Context: an optimization exercise on an open-source flow, tuned for small area, a short achievable clock period and few clock cycles per item. The choices shown serve that exercise and are no tape-out recipe.
Function not checked in this run: the RTL went through the layout flow alone.
Power is estimated from default activity; no workload was simulated.

===== flow/config.mk =====
export PLATFORM = sky130hd
export DESIGN_NAME = gear_param_sched
export DESIGN_NICKNAME = gear_param_sched
export VERILOG_FILES = /design/flow/design.v
export SDC_FILE = /design/flow/constraint.sdc
export NUM_CORES = 4
export LEC_CHECK = 0
export CAP_MARGIN = 20
export CORE_MARGIN = 2
export CORE_UTILIZATION = 60
export CTS_CLUSTER_DIAMETER = 100
export CTS_CLUSTER_SIZE = 30
export PLACE_DENSITY = 0.7
export SETUP_SLACK_MARGIN = 3.5
export SLEW_MARGIN = 20

===== flow/constraint.sdc =====
create_clock -name core_clock -period 6.0 [get_ports {clk}]
set_input_delay 1.2000 -clock core_clock [delete_from_list [all_inputs] [get_ports {clk}]]
set_output_delay 1.2000 -clock core_clock [all_outputs]
set_load 0.01 [all_outputs]

===== flow/design.v =====
module gear_param_sched #(
   parameter int GEAR_W      = 8,
   parameter int PARAM_W     = 40,
   parameter int DEPTH       = 32,
   parameter int STABLE_CNT  = 4,
   parameter int ACK_TIMEOUT = 1023,
   parameter logic [PARAM_W-1:0] PARAM_DEFAULT = '0
) (
   input  logic                     clk,
   input  logic                     rst_n,
   input  logic [GEAR_W-1:0]        gear_in,
   input  logic                     cfg_we,
   input  logic [$clog2(DEPTH)-1:0] cfg_addr,
   input  logic                     cfg_valid,
   input  logic [GEAR_W-1:0]        cfg_code,
   input  logic [PARAM_W-1:0]       cfg_param,
   output logic [PARAM_W-1:0]       param_out,
   output logic                     param_req,
   input  logic                     param_ack,
   output logic                     busy,
   output logic                     unknown_err,
   output logic                     timeout_err,
   input  logic                     err_clr
);
   localparam int IDX_W = $clog2(DEPTH);
   localparam int TMO_W = $clog2(ACK_TIMEOUT + 1);
   localparam int NTAP  = DEPTH / 2;
   logic [GEAR_W-1:0]  sync1_q, sync2_q, prev_q;
   logic [2:0]         stab_q, stab_d;
   logic               same, restart, ready;
   logic [DEPTH-1:0]   rv_q;
   logic [GEAR_W-1:0]  rc_q [DEPTH];
   logic [PARAM_W-1:0] rp_q [DEPTH];
   logic [IDX_W-1:0]   rot_q;
   logic               wpend_q, cmt_q;
   logic [IDX_W-1:0]   wa;
   logic               wv;
   logic               commit;
   logic [NTAP-1:0]    wrap_q;      
   logic [NTAP-1:0]    tmatch, tsel_d, tsel_q;
   logic               any_q;
   logic               best_f_q, best_b_q, take;
   logic [PARAM_W-1:0] best_p_q, cand_p;
   logic [TMO_W-1:0]   tmo_q;
   logic [PARAM_W-1:0] param_q;
   logic               req_q;
   logic               act_valid_q, miss_valid_q;
   logic [GEAR_W-1:0]  act_code_q, miss_code_q;
   logic               unk_q, tmo_err_q;
   logic               supp, go, hit, req_fall;
   assign wa      = act_code_q[IDX_W-1:0];
   assign wv      = act_code_q[IDX_W];
   assign commit  = wpend_q && (rot_q == {wa[3:0], wa[4]});
   assign same    = (sync2_q == prev_q);
   assign restart = !same || wpend_q || cmt_q;
   assign ready   = (stab_q == 3'd2) || (stab_q == 3'd3);
   always_comb begin
      if (restart)
         stab_d = 3'd0;
      else if (stab_q == 3'd3)
         stab_d = 3'd3;
      else
         stab_d = stab_q + 3'd1;
   end
   always_comb begin
      for (int j = 0; j < NTAP; j++)
         tmatch[j] = rv_q[2*j+1] && (rc_q[2*j+1] == sync2_q);
   end
   always_comb begin
      logic [NTAP-1:0] mw;
      logic            any_w, below, below_w;
      mw    = tmatch & wrap_q;
      any_w = |mw;
      for (int j = 0; j < NTAP; j++) begin
         below   = 1'b0;
         below_w = 1'b0;
         for (int k = 0; k < j; k++) begin
            below   = below | tmatch[k];
            below_w = below_w | mw[k];
         end
         tsel_d[j] = tmatch[j] && !(wrap_q[j] ? below_w : (below || any_w));
      end
   end
   always_comb begin
      cand_p = '0;
      for (int j = 0; j < NTAP; j++)
         cand_p = cand_p | ({PARAM_W{tsel_q[j]}} & rp_q[2*j]);
   end
   assign take = any_q && !wpend_q && (!best_f_q || (!rot_q[0] && best_b_q));
   assign supp     = (act_valid_q && (prev_q == act_code_q)) ||
                     (miss_valid_q && (prev_q == miss_code_q));
   assign go       = !req_q && ready && !restart && !supp;
   assign hit      = best_f_q;
   assign req_fall = req_q && (param_ack || (tmo_q == TMO_W'(ACK_TIMEOUT - 1)));
   always_ff @(posedge clk or negedge rst_n) begin
      if (!rst_n) begin
         sync1_q      <= '0;
         sync2_q      <= '0;
         prev_q       <= '0;
         stab_q       <= 3'd5;
         rv_q         <= '0;
         rot_q        <= '0;
         wrap_q       <= '0;
         wpend_q      <= 1'b0;
         cmt_q        <= 1'b0;
         best_f_q     <= 1'b0;
         param_q      <= PARAM_DEFAULT;
         req_q        <= 1'b0;
         act_valid_q  <= 1'b0;
         miss_valid_q <= 1'b0;
         unk_q        <= 1'b0;
         tmo_err_q    <= 1'b0;
      end else begin
         sync1_q <= gear_in;
         sync2_q <= sync1_q;
         prev_q  <= sync2_q;
         stab_q  <= stab_d;
         rot_q   <= rot_q + IDX_W'(1);
         if (rot_q == IDX_W'(DEPTH - 2))
            wrap_q <= '0;
         else if (!rot_q[0])
            wrap_q <= {1'b1, wrap_q[NTAP-1:1]};
         for (int p = 0; p < DEPTH - 1; p++)
            rv_q[p] <= rv_q[p+1];
         rv_q[DEPTH-1] <= commit ? wv : rv_q[0];
         if (cfg_we)
            wpend_q <= 1'b1;
         else if (commit)
            wpend_q <= 1'b0;
         cmt_q <= commit;
         if (restart)
            best_f_q <= 1'b0;
         else if (take)
            best_f_q <= 1'b1;
         if (go) begin
            if (hit) begin
               req_q       <= 1'b1;
               act_valid_q <= 1'b1;
            end else begin
               miss_valid_q <= 1'b1;
            end
         end else if (req_fall) begin
            req_q <= 1'b0;
         end
         if (go && hit)
            param_q <= best_p_q;
         if (cfg_we) begin
            act_valid_q  <= 1'b0;
            miss_valid_q <= 1'b0;
         end
         unk_q     <= (go && !hit) || (unk_q && !err_clr);
         tmo_err_q <= (req_fall && !param_ack) || (tmo_err_q && !err_clr);
      end
   end
   always_ff @(posedge clk) begin
      if (go && hit)
         tmo_q <= '0;
      else if (req_q)
         tmo_q <= tmo_q + TMO_W'(1);
      if (cfg_we)
         act_code_q <= GEAR_W'({cfg_valid, cfg_addr});
      else if (go && hit)
         act_code_q <= sync2_q;
      if (cfg_we)
         miss_code_q <= cfg_code;
      else if (go && !hit)
         miss_code_q <= sync2_q;
      tsel_q <= tsel_d;
      any_q  <= |tmatch;
      if (take)
         best_b_q <= rot_q[0];
      if (cfg_we)
         best_p_q <= cfg_param;
      else if (take)
         best_p_q <= cand_p;
   end
   for (genvar p = 0; p < DEPTH; p++) begin : g_ring
      if (p == DEPTH - 1) begin : g_port
         always_ff @(posedge clk) begin
            rc_q[p] <= commit ? miss_code_q : rc_q[0];
            rp_q[p] <= commit ? best_p_q : rp_q[0];
         end
      end else begin : g_shift
         always_ff @(posedge clk) begin
            rc_q[p] <= rc_q[p+1];
            rp_q[p] <= rp_q[p+1];
         end
      end
   end
   assign param_out   = param_q;
   assign param_req   = req_q;
   assign busy        = req_q;
   assign unknown_err = unk_q;
   assign timeout_err = tmo_err_q;
endmodule

===== flow/flow/run.sh =====
#!/bin/bash
# The standard layout (the standard.sh: standard synthesis, floorplan, placement, CTS,
# routing) with one change: the port buffers that global placement inserts use buf_2 instead
# of the delay cell buffer_ports picks by default. Full tool output goes to standard.log here;
# ORFS keeps each step's own log under orfs/logs/.
set -euo pipefail
bash standard.sh "BUFFER_PORTS_ARGS=-buffer_cell sky130_fd_sc_hd__buf_2" finish > standard.log 2>&1

===== flow/standard.sh =====
#!/bin/bash
# synth_recipe.tcl (not shown) runs the flow's synth.tcl, then flattens the netlist and writes it again
# the make line also repeats each setting of config.mk as NAME=value (left out here)
make -C /OpenROAD-flow-scripts/flow DESIGN_CONFIG=/design/flow/config.mk WORK_HOME=/design/flow/orfs CLKGATE_MAP_FILE= SYNTH_SCRIPT=/design/flow/synth_recipe.tcl "${@:-finish}"

==> metrics.csv <==
metric,value,unit
avgViaCountPerCell,5.47,
antenna_found_initial,3,
cp.arrival,3070,ps
synth_compound_area_share,6.73,%
antenna_left,0,
drive_gt1_share,10.8,%
final_max_slew_viol_count,0,
num_vias,22700,
drt_iter0_drc,1674,
cap_violations,0,
final_hold_viol_count,0,
vdd_drop_max,0.277,mV
cts_buffers,68,
crit_path_max_fanout,21,
hold_start,rp_q[31][39],
cp-start-kind,register,
placedCellCount,4008,
place_congestion,0.822,
synthMuxAreaShare,1.72,%
synth_cell_types,52,
htreeDepth,3,
fin_nets,3220,
synth_area_leaders,"dfxtp_1 (70%), dfrtp_1 (7.1%), edfxtp_1 (3.7%), a22oi_1 (3.0%), xnor2_1 (2.5%)",
crit_required,6540,ps
finalCritPeriodShare,42.2,%
post_synth.cell_area_avg,14.7,um2
relSlewSlack,25.5,%
first_pass_iters,5,
synth_top_area_share,70.3,%
seq_area,0.0362,mm2
std_cell_rows,99,
synth_area,0.0446,mm2
clock_skew,35.0,ps
fillCellCount,5204,
fin_cells,4155,
yosys_warnings,3,
root_buffer,clkbuf_16,
finalCriticalPeriod,2530,ps
dp_hpwl,53.0,mm
overflow,0,
ys_ff_latch,1748,
synth_edf_count,55,
synth_top_family_by_area,compound AO/OA/AOI/OAI gates,
clock-sinks,1748,
synthToLayoutAreaGrowth,8.82,%
yosysTopAreaCell,dfxtp_1,
reg2reg_depth,8,
clk-insertion-delay-late,660,ps
diodes,0,
async_reset_ff_share,7.32,%
grt_max_degree,56,
hp-class,reg2reg,
syn_nets,3106,
die_w,277,um
leakagePower,19.6,nW
start_util,60.8,%
tightestPinTransition,1120,ps
cts_tree,yes,
rsz0062_at_grt,true,
setup-violations-final,0,
dieArea,0.0765,mm2
multiInputGateArea,0.00786,mm2
portBuffers,110,
grt_pass1_vias,23500,
synth_xor_area_share,3.32,%
grt_pass1_wl,143,mm
drc,0,
clock_path_buffers,3,
core,0.0733,mm2
ys_seq_area_share,81.2,%
rrSetupSlack,3470,ps
synth_ff_type,dfxtp_1,
syn_inst,3033,
reg2reg_to,param_q[2],
cellPowerDensity,371,mW/mm2
worstHoldPathCells,0,
synth_simple_gate_area_share,5.40,%
critPathKind,reg2reg,
crit_path_end_kind,register,
synth_fa_ha_area_share,0.168,%
hold_end,rp_q[30][39],
reg2reg_from,sync2_q[7],
track_usage,24.3,%
setup_tns,0,ps
status,finished clean,
wl,93.8,mm
ioPinCount,111,
critPathLaunch,sync2_q[7],
fmax,0.395,GHz
die_h,277,um
cts.clk_slew.worst_paths,110,ps
wl_per_cell,22.6,um
==> sequential cells by signal, summed over array words and instances (netlist names), 8 cells and up <==
name and count:
tsel_q 16, wrap_q 16, tmo_q 10, best_p_q 40, param_q 40, rv_q 32, rp_q 1280, miss_code_q 8
rc_q 256, act_code_q 8, prev_q 8, sync1_q 8, sync2_q 8
==> timing repair <==
action	in CTS	in global routing
setup buffers	16	11
gates cloned	0	1
hold buffers	0	0
hold endpoints to repair	0	0
gates resized for setup	45	19
endpoints found under the setup margin	138	64
pin swaps	7	2
==> cell usage after synthesis, types with 4 or more instances <==
master,count
or3_1,5
nor4_1,9
a21boi_0,8
inv_1,41
nor3b_1,4
ha_1,6
nand3_1,69
nor2_1,36
dfrtp_1,126
nor3_1,54
a22o_1,73
mux2_2,53
a22oi_1,176
clkbuf_1,71
buf_4,16
mux2i_1,17
and3_1,10
dfxtp_1,1565
edfxtp_1,55
nand2_1,201
xor2_1,44
buf_2,7
nand2b_1,10
buf_1,22
a221oi_1,74
nand4_1,69
a21oi_1,49
xnor2_1,125
and4_1,5
==> critical path, cell delays in order, from the launching register on <==
cell and delay, ps:
dfrtp_1 380, buf_6 190, xor2_1 200, nor4_2 340, nand3_2 170, nor4_4 340
nand2_4 170, buf_12 230, mux2_2 330
==> cells in the final DEF (no fill, tap or decap), types with 4 or more instances in the layout <==
master / n
nand3_1: 69
nor4_1: 8
dfrtp_4: 4
dfxtp_1: 1549
buf_6: 7
dfrtp_2: 5
dfrtp_1: 117
nor3_1: 49
nand2b_1: 10
nor3_2: 4
a22oi_1: 175
nor4_4: 4
nand2_1: 200
clkbuf_1: 43
buf_4: 39
nand4_1: 69
mux2_2: 53
dfxtp_2: 8
inv_1: 41
xnor2_1: 125
edfxtp_1: 55
buf_2: 108
a21oi_1: 49
a221oi_1: 74
dfxtp_4: 8
or3_1: 5
a22o_1: 73
nor3b_1: 4
and3_1: 10
xor2_1: 41
ha_1: 6
clkbuf_16: 72
nor2_1: 36
mux2i_1: 17
a21boi_0: 6
==> cell type report <==
cell class | instances | area share (%)
well taps | 959 | 2.47
repair buffers | 161 | 2.15
inverters | 42 | 0.335
clock inverters | 5 | 0.165
multi-input cells | 1126 | 16.2
flip-flops and latches | 1748 | 74.7
clock buffers | 114 | 3.99
==> per-layer routing <==
layer / wire length, um / share of wire [%] / GRT usage (%)
met5: 39 / 0.042 / 0
met4: 2110 / 2.2 / 5.99
met3: 4190 / 4.5 / 3.37
met2: 44200 / 47 / 40.2
met1: 43200 / 46 / 34.3
==> power by group <==
part / leakage [nW] / internal, mW / switching [mW]
Clock: 0.960 / 2.28 / 3.36
Sequential: 14.9 / 11.9 / 0.136
Combinational: 3.81 / 0.111 / 0.158
==> through the flow <==
stage / util [%] / setup WS [ps] / hold WS, ps / power (mW) / area [um2]
global placement: 62.8 / 2790 / 310 / 12.6 / 46100
finish: 66.2 / 3470 / 322 / 18.0 / 48500
detailed placement: 62.8 / 2620 / 312 / 12.6 / 46100
global route: 66.2 / 3410 / 331 / 18.5 / 48500
CTS: 65.9 / 3490 / 326 / 18.1 / 48300
floorplan: - / 3510 / 310 / 12.4 / 44600
==> how the worst max path moves through the flow <==
stage                    endpoint  slack, ps  depth (start not counted)
floorplan           act_code_q[0]       3510                          9
global placement     rp_q[31][24]       2790                          8
finish                 param_q[2]       3470                          8
CTS                 param_out[35]       3490                          1
detailed placement     param_q[6]       2620                          7
global route            tsel_q[9]       3410                         10
==> cell families after synthesis <==
| group | after synthesis |
|---|---|
| compound gates | 391 |
| flops | 1748 |
| xor+xnor | 169 |
| mux | 70 |
| buf+inv | 159 |
| simple gates | 490 |
| fa+ha+maj | 6 |

separate check: timing with driven ports:
No port has a modelled driver above. Below, the same layout with a new extraction and two added sets of constraints.
Step 1, drivers: a clkbuf_16 drives clk and a buf_2 each remaining input, both assumed.
Step 2 times the ports against the registers' clock, not the clock port: input delays grow and output delays shrink by t, the midpoint of the rising clock arrivals with the driver on.
a / b / c = ideal / step 1 / step 2; a / b = the first two.
t, ns: 0.704
setup slack, ns: 3.468 / 3.466 / 2.947
hold slack, ns: 0.322 / 0.322 / 0.322
worst slew at a driven data input, ns: 0.11
After both steps setup and hold are still met in this run. The setup slack of this run moves by -0.002 ns with the drivers and by -0.521 ns with both steps.
